This design comes from an exercise in tuning for small area, a short achievable clock period and few clock cycles per item on the open sky130 flow, not from production work.
Only simulation tests tie the RTL to the original design; equivalence was not proved.
No activity file was given, so power comes from the tool's default toggle rates.

==> flow/design.v <==
`default_nettype none
package tra_pkg;
  localparam int BYTE_W    = 8;
  localparam int CFG_IDX_W = 2;
  typedef logic [BYTE_W-1:0]    byte_t;
  typedef logic [CFG_IDX_W-1:0] cfg_idx_t;
  localparam cfg_idx_t REG_DIRECTION = 2'd0;
  localparam cfg_idx_t REG_POLICY    = 2'd1;
endpackage
`default_nettype wire
`default_nettype none
module tra_ram (
  input  wire logic           clk,
  input  wire logic [255:0]   wsel0,
  input  wire tra_pkg::byte_t wdata0,
  input  wire logic [255:0]   wsel1,
  input  wire tra_pkg::byte_t wdata1,
  output logic [255:0][7:0]   mem
);
  for (genvar i = 0; i < 256; i++) begin : g_ent
    logic hold;
    assign hold = !(wsel0[i] || wsel1[i]);
    always_ff @(posedge clk) begin
      mem[i] <= ({8{wsel0[i]}} & wdata0) | ({8{wsel1[i]}} & wdata1) | ({8{hold}} & mem[i]);
    end
  end
endmodule
module tra_dec (
  input  wire tra_pkg::byte_t addr,
  input  wire logic           en,
  output logic [255:0]        sel
);
  logic [15:0] hi, lo;
  for (genvar j = 0; j < 16; j++) begin : g_pre
    assign hi[j] = en && (addr[7:4] == 4'(j));
    assign lo[j] = (addr[3:0] == 4'(j));
  end
  for (genvar i = 0; i < 256; i++) begin : g_sel
    assign sel[i] = hi[i / 16] && lo[i % 16];
  end
endmodule
module tra_rd #(
  parameter int N = 256
) (
  input  wire logic [N-1:0]      sel,
  input  wire logic [N-1:0][7:0] mem,
  output tra_pkg::byte_t         data
);
  always_comb begin
    data = '0;
    for (int i = 0; i < N; i++) begin
      data = data | ({8{sel[i]}} & mem[i]);
    end
  end
endmodule
`default_nettype wire
`default_nettype none
module tra_out_queue (
  input  wire logic           clk,
  input  wire logic           rst_n,
  input  wire logic           push,
  input  wire tra_pkg::byte_t push_data,
  output logic                pop,
  output logic                out_valid,
  input  wire logic           out_stall,
  output tra_pkg::byte_t      out_byte
);
  logic [3:0][7:0] q_r;
  logic [2:0]      cnt_r;
  logic [2:0]      cnt_pop;
  logic            ov_r;
  assign pop       = ov_r && !out_stall;
  assign out_valid = ov_r;
  assign out_byte  = q_r[0];
  assign cnt_pop   = cnt_r - 3'(pop);
  always_ff @(posedge clk) begin
    if (!rst_n) begin
      cnt_r <= 3'd0;
      ov_r  <= 1'b0;
    end else begin
      cnt_r <= cnt_pop + 3'(push);
      ov_r  <= (cnt_pop != 3'd0) || push;
    end
  end
  for (genvar i = 0; i < 4; i++) begin : g_q
    always_ff @(posedge clk) begin
      if (push && (cnt_pop == 3'(i))) begin
        q_r[i] <= push_data;
      end else if (pop) begin
        q_r[i] <= (i < 3) ? q_r[(i < 3) ? i + 1 : i] : q_r[i];
      end
    end
  end
endmodule
`default_nettype wire
`default_nettype none
module transpose_rank_transform (
  input  wire logic              clk,
  input  wire logic              rst_n,
  input  wire logic              in_valid,
  output logic                   in_stall,
  input  wire tra_pkg::byte_t    in_byte,
  output logic                   out_valid,
  input  wire logic              out_stall,
  output tra_pkg::byte_t         out_byte,
  input  wire logic              cfg_valid,
  output logic                   cfg_ready,
  input  wire tra_pkg::cfg_idx_t cfg_index,
  input  wire logic              cfg_data
);
  function automatic logic [15:0] oh16(input logic [3:0] a);
    oh16 = 16'd1 << a;
  endfunction
  function automatic logic [7:0] oh8(input logic [2:0] a);
    oh8 = 8'd1 << a;
  endfunction
  logic        dir_r, pol_r;
  logic [8:0]  seen_r;
  logic [15:0] s_hi, s_lo;           
  logic        clr_r;
  logic [1:0]  ibc;                  
  logic [7:0]  xA, x1;
  logic [15:0] xa_hi, xa_lo;         
  logic        stall_r;
  logic [2:0]  n_out;                
  logic        vB;
  logic [7:0]  xB, rB;
  logic [15:0] rb_hi, rb_hio;        
  logic [7:0]  rb_lo, rb_loo;        
  logic        vC, w0C, w1C, clrC;
  logic [7:0]  xC, oC, rC, tC, qC, rC1, tC1;
  logic [15:0] oc_hi, oc_lo;         
  logic        vD, clrD;
  logic [7:0]  xD, oD, rD, pD;
  logic [255:0][7:0] s2r;
  logic [255:0][7:0] r2s;
  logic        pop;
  assign cfg_ready = 1'b1;
  logic [255:0] sel_xd, sel_od;
  tra_dec u_dec_xd (.addr (xD), .en (vD), .sel (sel_xd));
  tra_dec u_dec_od (.addr (oD), .en (vD || clrD), .sel (sel_od));
  tra_ram u_s2r (
    .clk    (clk),
    .wsel0  (sel_xd),
    .wdata0 (pD),
    .wsel1  (sel_od),
    .wdata1 (rD),
    .mem    (s2r)
  );
  logic [255:0] sel_oc, sel_rc, sel_tc;
  logic [7:0]   p_a, p;
  for (genvar i = 0; i < 256; i++) begin : g_sel_oc
    assign sel_oc[i] = oc_hi[i / 16] && oc_lo[i % 16];
  end
  tra_rd u_rd_p (.sel (sel_oc), .mem (s2r), .data (p_a));
  assign p = (vD && (oC == oD)) ? rD : (vD && (oC == xD)) ? pD : p_a;
  tra_dec u_dec_rc (.addr (rC), .en (w0C), .sel (sel_rc));
  tra_dec u_dec_tc (.addr (tC), .en (w1C), .sel (sel_tc));
  tra_ram u_r2s (
    .clk    (clk),
    .wsel0  (sel_rc),
    .wdata0 (oC),
    .wsel1  (sel_tc),
    .wdata1 (qC),
    .mem    (r2s)
  );
  logic [255:0] sel_xa;
  logic [7:0]   ra, r_rest, rB_nxt;
  logic         fc_o, fc_x, fd_o, fd_x, sel_p;
  logic         replay, commit, advA, accept;
  logic         rep_o;
  for (genvar i = 0; i < 256; i++) begin : g_sel_xa
    assign sel_xa[i] = xa_hi[i / 16] && xa_lo[i % 16];
  end
  tra_rd u_rd_ra (.sel (sel_xa), .mem (s2r), .data (ra));
  assign fc_o = vC && (xA == oC);
  assign fc_x = vC && (xA == xC);
  assign fd_o = vD && (xA == oD);
  assign fd_x = vD && (xA == xD);
  assign rep_o = (xB == oC);
  always_comb begin
    if (replay) begin
      r_rest = rC;
      sel_p  = !rep_o;
    end else if (dir_r) begin
      r_rest = xA;
      sel_p  = 1'b0;
    end else begin
      sel_p = fc_x && !fc_o;
      if (fc_o) begin
        r_rest = rC;
      end else if (fd_o) begin
        r_rest = rD;
      end else if (fd_x) begin
        r_rest = pD;
      end else begin
        r_rest = ra;
      end
    end
  end
  assign rB_nxt = sel_p ? p : r_rest;
  logic [127:0] sel_ev, sel_odd;
  logic [255:0] sel_s;
  logic [127:0][7:0] r2s_ev, r2s_od;
  logic [7:0]   ev, od, q_a, on_a, os_a, q, o_n, o_s, o, t, t1;
  logic         grow, swap, nz;
  assign replay = vB && vC && ((xB == oC) || (xB == xC));
  assign commit = vB && !replay;
  for (genvar k = 0; k < 128; k++) begin : g_bank
    assign sel_ev[k]  = rb_hi[k / 8] && rb_lo[k % 8];
    assign sel_odd[k] = rb_hio[k / 8] && rb_loo[k % 8];
    assign r2s_ev[k]  = r2s[2*k];
    assign r2s_od[k]  = r2s[2*k+1];
  end
  for (genvar i = 0; i < 256; i++) begin : g_sel_s
    assign sel_s[i] = s_hi[i / 16] && s_lo[i % 16];
  end
  tra_rd #(.N (128)) u_rd_ev (.sel (sel_ev),  .mem (r2s_ev), .data (ev));
  tra_rd #(.N (128)) u_rd_od (.sel (sel_odd), .mem (r2s_od), .data (od));
  tra_rd             u_rd_s  (.sel (sel_s),   .mem (r2s),    .data (os_a));
  assign q_a  = rB[0] ? od : ev;
  assign on_a = rB[0] ? ev : od;
  assign q   = (w0C && (rB == rC))  ? oC : (w1C && (rB == tC))  ? qC : q_a;
  assign o_n = (w0C && (rB == rC1)) ? oC : (w1C && (rB == tC1)) ? qC : on_a;
  assign o_s = (w0C && (seen_r[7:0] == rC)) ? oC :
               (w1C && (seen_r[7:0] == tC)) ? qC : os_a;
  assign grow = pol_r && ({1'b0, rB} >= seen_r);
  assign o    = grow ? o_s : o_n;
  assign nz   = (rB != 8'd0);
  assign t    = grow ? seen_r[7:0] : (nz ? rB - 8'd1 : 8'd0);
  assign t1   = grow ? seen_r[7:0] + 8'd1 : (nz ? rB : 8'd1);
  assign swap = grow ? (rB != seen_r[7:0]) : nz;
  logic [1:0] ibc_left, ibc_nxt;
  logic [8:0] seen_nxt;
  logic       st00, st01, st10, st11;
  assign advA     = (ibc != 2'd0) && !(vB && replay);
  assign in_stall = stall_r;
  assign accept   = in_valid && !stall_r;
  assign ibc_left = ibc - 2'(advA);
  assign ibc_nxt  = ibc_left + 2'(accept);
  assign st00 = clr_r || (ibc_left == 2'd2) || (n_out >= 3'd4);
  assign st01 = clr_r || (ibc_left == 2'd2) || (n_out >= 3'd5);
  assign st10 = clr_r || (ibc_left == 2'd1) || (n_out >= 3'd3);
  assign st11 = clr_r || (ibc_left == 2'd1) || (n_out >= 3'd4);
  always_comb begin
    seen_nxt = seen_r;
    if (clr_r) begin
      seen_nxt = (seen_r[7:0] == 8'd255) ? 9'd0 : seen_r + 9'd1;
    end else if (commit && grow && (seen_r != 9'd256)) begin
      seen_nxt = seen_r + 9'd1;
    end
  end
  always_ff @(posedge clk) begin
    if (!rst_n) begin
      dir_r   <= 1'b0;
      pol_r   <= 1'b0;
      seen_r  <= '0;
      s_hi    <= 16'd1;
      s_lo    <= 16'd1;
      clr_r   <= 1'b1;
      ibc     <= 2'd0;
      n_out   <= 3'd0;
      stall_r <= 1'b1;
      vB      <= 1'b0;
      vC      <= 1'b0;
      w0C     <= 1'b0;
      w1C     <= 1'b0;
      clrC    <= 1'b0;
      vD      <= 1'b0;
      clrD    <= 1'b0;
    end else begin
      if (cfg_valid) begin
        case (cfg_index)
          tra_pkg::REG_DIRECTION: dir_r <= cfg_data;
          tra_pkg::REG_POLICY:    pol_r <= cfg_data;
          default: begin
          end
        endcase
      end
      seen_r  <= seen_nxt;
      s_hi    <= oh16(seen_nxt[7:4]);
      s_lo    <= oh16(seen_nxt[3:0]);
      if (clr_r && (seen_r[7:0] == 8'd255)) clr_r <= 1'b0;
      ibc     <= ibc_nxt;
      n_out   <= n_out + 3'(accept) - 3'(pop);
      stall_r <= accept ? (pop ? st11 : st10) : (pop ? st01 : st00);
      vB      <= replay || advA;
      vC      <= commit && swap && !dir_r;
      w0C     <= commit && (nz || grow);
      w1C     <= commit || clr_r;
      clrC    <= clr_r;
      vD      <= vC;
      clrD    <= clrC;
    end
  end
  always_ff @(posedge clk) begin
    if (accept && (ibc_left == 2'd0)) begin
      xA    <= in_byte;
      xa_hi <= oh16(in_byte[7:4]);
      xa_lo <= oh16(in_byte[3:0]);
    end else if (advA) begin
      xA    <= x1;
      xa_hi <= oh16(x1[7:4]);
      xa_lo <= oh16(x1[3:0]);
    end
    if (accept && (ibc_left == 2'd1)) x1 <= in_byte;
    if (!replay) xB <= xA;
    rB     <= rB_nxt;
    rb_hi  <= oh16(rB_nxt[7:4]);
    rb_lo  <= oh8(rB_nxt[3:1]);
    rb_hio <= (rB_nxt[0] || (rB_nxt[3:1] != 3'd0)) ? oh16(rB_nxt[7:4])
                                                    : oh16(rB_nxt[7:4] - 4'd1);
    rb_loo <= rB_nxt[0] ? oh8(rB_nxt[3:1]) : oh8(rB_nxt[3:1] - 3'd1);
    xC <= xB;
    if (clr_r) begin
      oC    <= seen_r[7:0];
      oc_hi <= oh16(seen_r[7:4]);
      oc_lo <= oh16(seen_r[3:0]);
      rC    <= seen_r[7:0];
      tC    <= seen_r[7:0];
      qC    <= seen_r[7:0];
    end else begin
      oC    <= o;
      oc_hi <= oh16(o[7:4]);
      oc_lo <= oh16(o[3:0]);
      rC    <= rB;
      tC    <= t;
      qC    <= q;
    end
    rC1 <= rB + 8'd1;
    tC1 <= t1;
    xD <= xC;
    oD <= oC;
    rD <= rC;
    pD <= p;
  end
  tra_out_queue u_out_queue (
    .clk       (clk),
    .rst_n     (rst_n),
    .push      (commit),
    .push_data (dir_r ? q : rB),
    .pop       (pop),
    .out_valid (out_valid),
    .out_stall (out_stall),
    .out_byte  (out_byte)
  );
endmodule
`default_nettype wire
==> flow/run.sh <==
#!/bin/bash
# synth_recipe.tcl (not shown) runs the flow's synth.tcl, then flattens the netlist and writes it again
# the make line also repeats each setting of config.mk as NAME=value (left out here)
make -C /OpenROAD-flow-scripts/flow DESIGN_CONFIG=/design/flow/config.mk WORK_HOME=/design/flow/orfs CLKGATE_MAP_FILE= SYNTH_SCRIPT=/design/flow/synth_recipe.tcl finish
==> flow/config.mk <==
export PLATFORM = sky130hd
export DESIGN_NAME = transpose_rank_transform
export DESIGN_NICKNAME = transpose_rank_transform
export VERILOG_FILES = /design/flow/design.v
export SDC_FILE = /design/flow/constraint.sdc
export NUM_CORES = 4
export LEC_CHECK = 0
export ABC_CLOCK_PERIOD_IN_PS = 3500
export CAP_MARGIN = 20
export CELL_PAD_IN_SITES_DETAIL_PLACEMENT = 1
export CELL_PAD_IN_SITES_GLOBAL_PLACEMENT = 1
export CORE_MARGIN = 2
export CORE_UTILIZATION = 40
export SETUP_SLACK_MARGIN = 4.5
export SLEW_MARGIN = 20
export TNS_END_PERCENT = 10
==> flow/constraint.sdc <==
create_clock -name core_clock -period 8.0 [get_ports {clk}]
set_input_delay 1.6000 -clock core_clock [delete_from_list [all_inputs] [get_ports {clk}]]
set_output_delay 1.6000 -clock core_clock [all_outputs]
set_load 0.01 [all_outputs]
==> impl_metrics.toml, run 1 <==
[global_route]
grt_pass1_vias = 369000
grt_pass1_wl_mm = 4280
track_usage = 1.09
grt_max_degree = 109
overflow = 67400

[run_status]
haltStage = "global routing (5_1_grt)"
status = "did not finish"
error = "[ERROR GRT-0116] Global routing finished with congestion. Check the congestion regions in the DRC Viewer."

[floorplanning]
fp.dieH_microns = 753
io_pins = 27
start_util = 0.401
rows = 275
die_w_microns = 753

[yosys]
yosysWarnings = 5
synth_nets = 29700
synth_edf_count = 88
async_flop_share = 0
netlist_area_sq_um = 224000
ys_ff_latch = 4421
yosysUniqueCellTypes = 91
avgSynthCellArea_sq_um = 7.56
synth_cells = 29700
yosysSeqAreaShare = 0.399
synthFlopType = "dfxtp_1"

[clock_tree]
cts_buffer_depth = 4
hold_buffers = 0
numCtsBuffers = 466
htreeDepth = 5
cts-root-buf = "clkbuf_16"
clock_sinks = 4421

[place]
pre_cts_ws_ns = 1.76
portBuffers = 25
place_congestion = 1.69
dp_hpwl_mm = 2110
placed_area_sq_um = 237000
place_inst = 36000
## what timing repair did
action	in CTS
cloned	58
pin swaps	353
setup buffers	557
endpoints found under the setup margin	2666
endpoints found under the hold margin	0
gates resized for setup	1644
## worst max-delay path by stage
stage | start | slack [ns] | cells past startpoint | to
after CTS | s_hi[2] | 3.18 | 11 | oc_hi[8]
after detailed placement | s_lo[0] | 1.76 | 11 | oc_hi[6]
after global placement | xa_hi[4] | 0.97 | 12 | rb_hio[2]
after floorplan | seen_r[6] | 4.31 | 15 | s_hi[13]
## cell usage after synthesis, types with 46 or more instances
cell / instances / area (sq um)
nand2_1: 8163 / 30600
o211ai_1: 82 / 616
a32oi_1: 64 / 561
a221o_1: 159 / 1590
xnor2_1: 75 / 657
dfxtp_1: 4333 / 86700
and3_1: 76 / 475
buf_1: 395 / 1480
xor2_1: 65 / 569
clkbuf_1: 1737 / 6520
nor3_1: 267 / 1340
nor2_1: 1824 / 6850
buf_2: 348 / 1740
a222oi_1: 288 / 2880
nand3_1: 2276 / 11400
a221oi_1: 51 / 447
or4_1: 58 / 435
nand4_1: 569 / 3560
o21ai_0: 94 / 470
a22o_1: 120 / 1050
edfxtp_1: 88 / 2640
inv_1: 183 / 687
clkinv_1: 46 / 173
a31oi_1: 102 / 638
o22ai_1: 640 / 4000
o22a_1: 76 / 666
a21oi_1: 413 / 2070
nor4_1: 314 / 1960
a22oi_1: 6273 / 47100
## cells by family after synthesis
kind of cell | after synthesis | share of synthesized area
flops | 4421 | 0.399
compound gates | 8543 | 0.284
mux | 54 | 0.00250
other cells | 1 | 0.0000167
xor+xnor | 140 | 0.00547
fa+ha+maj | 26 | 0.00148
buf+inv | 2733 | 0.0482
simple gates | 13800 | 0.260
## power groups by stage
| stage | combinational, mW | sequential [mW] | clock, mW |
|---|---|---|---|
| floorplan | 4.50 | 23.2 | 0 |
| global placement | 10.5 | 24.1 | 0 |
| detailed placement | 10.5 | 24.1 | 0 |
| CTS | 13.4 | 23.4 | 23.4 |
## per-layer routing
layer | track usage | GRT overflow
met5 | 0.769 | 439
met4 | 1.09 | 9755
met3 | 0.920 | 3757
met2 | 1.39 | 48400
met1 | 0.981 | 5068
Testbench counts, summed over its fixed seeds: cycles 16,357, items 16,000.
==> run 2: changes to the inputs <==
--- a/flow/design.v
+++ b/flow/design.v
@@ -130,15 +130,19 @@
   logic        vC, w0C, w1C, clrC;
   logic [7:0]  xC, oC, rC, tC, qC, rC1, tC1;
   logic [15:0] oc_hi, oc_lo;         
+  logic [15:0] rc_hi, rc_lo, tc_hi, tc_lo;
   logic        vD, clrD;
   logic [7:0]  xD, oD, rD, pD;
+  logic [15:0] xd_hi, xd_lo, od_hi, od_lo;
   logic [255:0][7:0] s2r;
   logic [255:0][7:0] r2s;
   logic        pop;
   assign cfg_ready = 1'b1;
   logic [255:0] sel_xd, sel_od;
-  tra_dec u_dec_xd (.addr (xD), .en (vD), .sel (sel_xd));
-  tra_dec u_dec_od (.addr (oD), .en (vD || clrD), .sel (sel_od));
+  for (genvar i = 0; i < 256; i++) begin : g_sel_d
+    assign sel_xd[i] = vD && xd_hi[i / 16] && xd_lo[i % 16];
+    assign sel_od[i] = (vD || clrD) && od_hi[i / 16] && od_lo[i % 16];
+  end
   tra_ram u_s2r (
     .clk    (clk),
     .wsel0  (sel_xd),
@@ -154,8 +158,10 @@
   end
   tra_rd u_rd_p (.sel (sel_oc), .mem (s2r), .data (p_a));
   assign p = (vD && (oC == oD)) ? rD : (vD && (oC == xD)) ? pD : p_a;
-  tra_dec u_dec_rc (.addr (rC), .en (w0C), .sel (sel_rc));
-  tra_dec u_dec_tc (.addr (tC), .en (w1C), .sel (sel_tc));
+  for (genvar i = 0; i < 256; i++) begin : g_sel_c
+    assign sel_rc[i] = w0C && rc_hi[i / 16] && rc_lo[i % 16];
+    assign sel_tc[i] = w1C && tc_hi[i / 16] && tc_lo[i % 16];
+  end
   tra_ram u_r2s (
     .clk    (clk),
     .wsel0  (sel_rc),
@@ -318,6 +324,8 @@
       oc_lo <= oh16(seen_r[3:0]);
       rC    <= seen_r[7:0];
       tC    <= seen_r[7:0];
+      tc_hi <= oh16(seen_r[7:4]);
+      tc_lo <= oh16(seen_r[3:0]);
       qC    <= seen_r[7:0];
     end else begin
       oC    <= o;
@@ -325,12 +333,20 @@
       oc_lo <= oh16(o[3:0]);
       rC    <= rB;
       tC    <= t;
+      tc_hi <= oh16(t[7:4]);
+      tc_lo <= oh16(t[3:0]);
       qC    <= q;
     end
+    rc_hi <= oh16(rB[7:4]);
+    rc_lo <= oh16(rB[3:0]);
     rC1 <= rB + 8'd1;
     tC1 <= t1;
     xD <= xC;
+    xd_hi <= oh16(xC[7:4]);
+    xd_lo <= oh16(xC[3:0]);
     oD <= oC;
+    od_hi <= oc_hi;
+    od_lo <= oc_lo;
     rD <= rC;
     pD <= p;
   end
==> flow/config.mk (replaced) <==
export PLATFORM = sky130hd
export DESIGN_NAME = transpose_rank_transform
export DESIGN_NICKNAME = transpose_rank_transform
export VERILOG_FILES = /design/flow/design.v
export SDC_FILE = /design/flow/constraint.sdc
export NUM_CORES = 4
export LEC_CHECK = 0
export ABC_CLOCK_PERIOD_IN_PS = 3800
export CAP_MARGIN = 0
export CELL_PAD_IN_SITES_DETAIL_PLACEMENT = 1
export CELL_PAD_IN_SITES_GLOBAL_PLACEMENT = 1
export CORE_MARGIN = 2
export CORE_UTILIZATION = 27
export PLACE_DENSITY = 0.4
export SETUP_SLACK_MARGIN = 4.0
export SLEW_MARGIN = 0
export TNS_END_PERCENT = 100
==> impl_metrics.toml, run 2 <==
[run_status]
status = "did not finish"
haltStage = "global routing (5_1_grt)"
error = "[ERROR GRT-0116] Global routing finished with congestion. Check the congestion regions in the DRC Viewer."

[place]
dp_hpwl_mm = 2760
place_congestion = 1.39
place_inst = 41100
portBuffers = 25

[floorplanning]
fp.dieH_microns = 935
die_w_microns = 935
start_util = 0.271
io_pins = 27
rows = 341

[yosys]
avgSynthCellArea_sq_um = 7.49
yosysWarnings = 5
synth-simple-area-share = 0.268
synthXorXnorAreaFrac = 0.00513
yosysMostFrequentCell = "nand2_1"
synth_edf_count = 88
synth_top_family_by_area = "simple AND/OR/NAND/NOR gates"
synthTopCellsByArea = "dfxtp_1 38%, a22oi_1 21%, nand2_1 14%"
synth_compound_area_frac = 0.264
netlist_area_sq_um = 234000
ys_ff_latch = 4549
synth_cells = 31200
yosys.area_share.adder = 0.00185
synth_commonest_cells = "8424 x nand2_1, 6430 x a22oi_1, 4461 x dfxtp_1"
async_flop_share = 0
synth_nets = 31300
yosysSeqAreaShare = 0.393
yosysUniqueCellTypes = 89
synth_top_area_frac = 0.382
synthFlopType = "dfxtp_1"
synthMuxAreaShare = 0.00322
synth_top_area_cell = "dfxtp_1"

[global_route]
track_usage = 0.935
grt_max_degree = 98
overflow = 39500
grt_pass1_vias = 424000
grt_pass1_wl_mm = 5720

[clock_tree]
cts_buffer_depth = 4
clock_sinks = 4549
htreeDepth = 6
numCtsBuffers = 547
cts-root-buf = "clkbuf_16"
hold_buffers = 0
[run 2: cell types whose count changed after synthesis, sizes merged, moves of 157 or more]
cell and change:
nand2 +261, clkbuf +724, and3 +1007, nand3 +293, a22oi +158, a221o -157, buf +356, nor2 -1001
[run 2: worst max-delay path by stage]
stage	start	end	slack [ns]	cells after the start
after CTS	xa_lo[2]	rb_hio[7]	2.82	14
after detailed placement	s_hi[13]	oc_hi[9]	0.58	12
after global placement	s_hi[13]	oc_hi[9]	0.50	12
after floorplan	rB[0]	oc_lo[8]	4.02	15
[run 2: power groups by stage]
stage               Clock (mW)  Combinational [mW]  Sequential, mW
detailed placement           0                12.6            25.1
CTS                       26.4                14.6            24.5
floorplan                    0                4.57            23.8
global placement             0                12.7            25.1
[run 2: kinds of logic after synthesis]
kind of cell    Yosys count
simple gates          14200
compound gates         8386
flops                  4549
buf+inv                3817
xor+xnor                137
mux                      71
fa+ha+maj                34
other cells               1
[run 2: layer usage]
metal | GRT overflow | GRT usage
met3 | 1031 | 0.802
met4 | 8685 | 0.950
met2 | 28600 | 1.11
met1 | 1024 | 0.901
met5 | 151 | 0.567
[run 2: per-stage QoR]
stage / hold WS (ns) / util / total power, mW / cell area, sq um / setup slack (ns)
2_1_floorplan: 0.326 / - / 28.4 / 234000 / 4.02
3_3_place_gp: 0.421 / 0.291 / 37.8 / 251000 / 0.499
3_5_place_dp: 0.420 / 0.292 / 37.8 / 252000 / 0.582
4_1_cts: 0.422 / 0.327 / 65.5 / 282000 / 2.82
[run 2: timing repair]
action,4_1_cts
buffers inserted,430
pin swaps,292
cloned,50
setup endpoints to repair,464
gates resized for setup,1270
Testbench counts of run 2, summed over its fixed seeds: cycles 16,357, items 16,000.
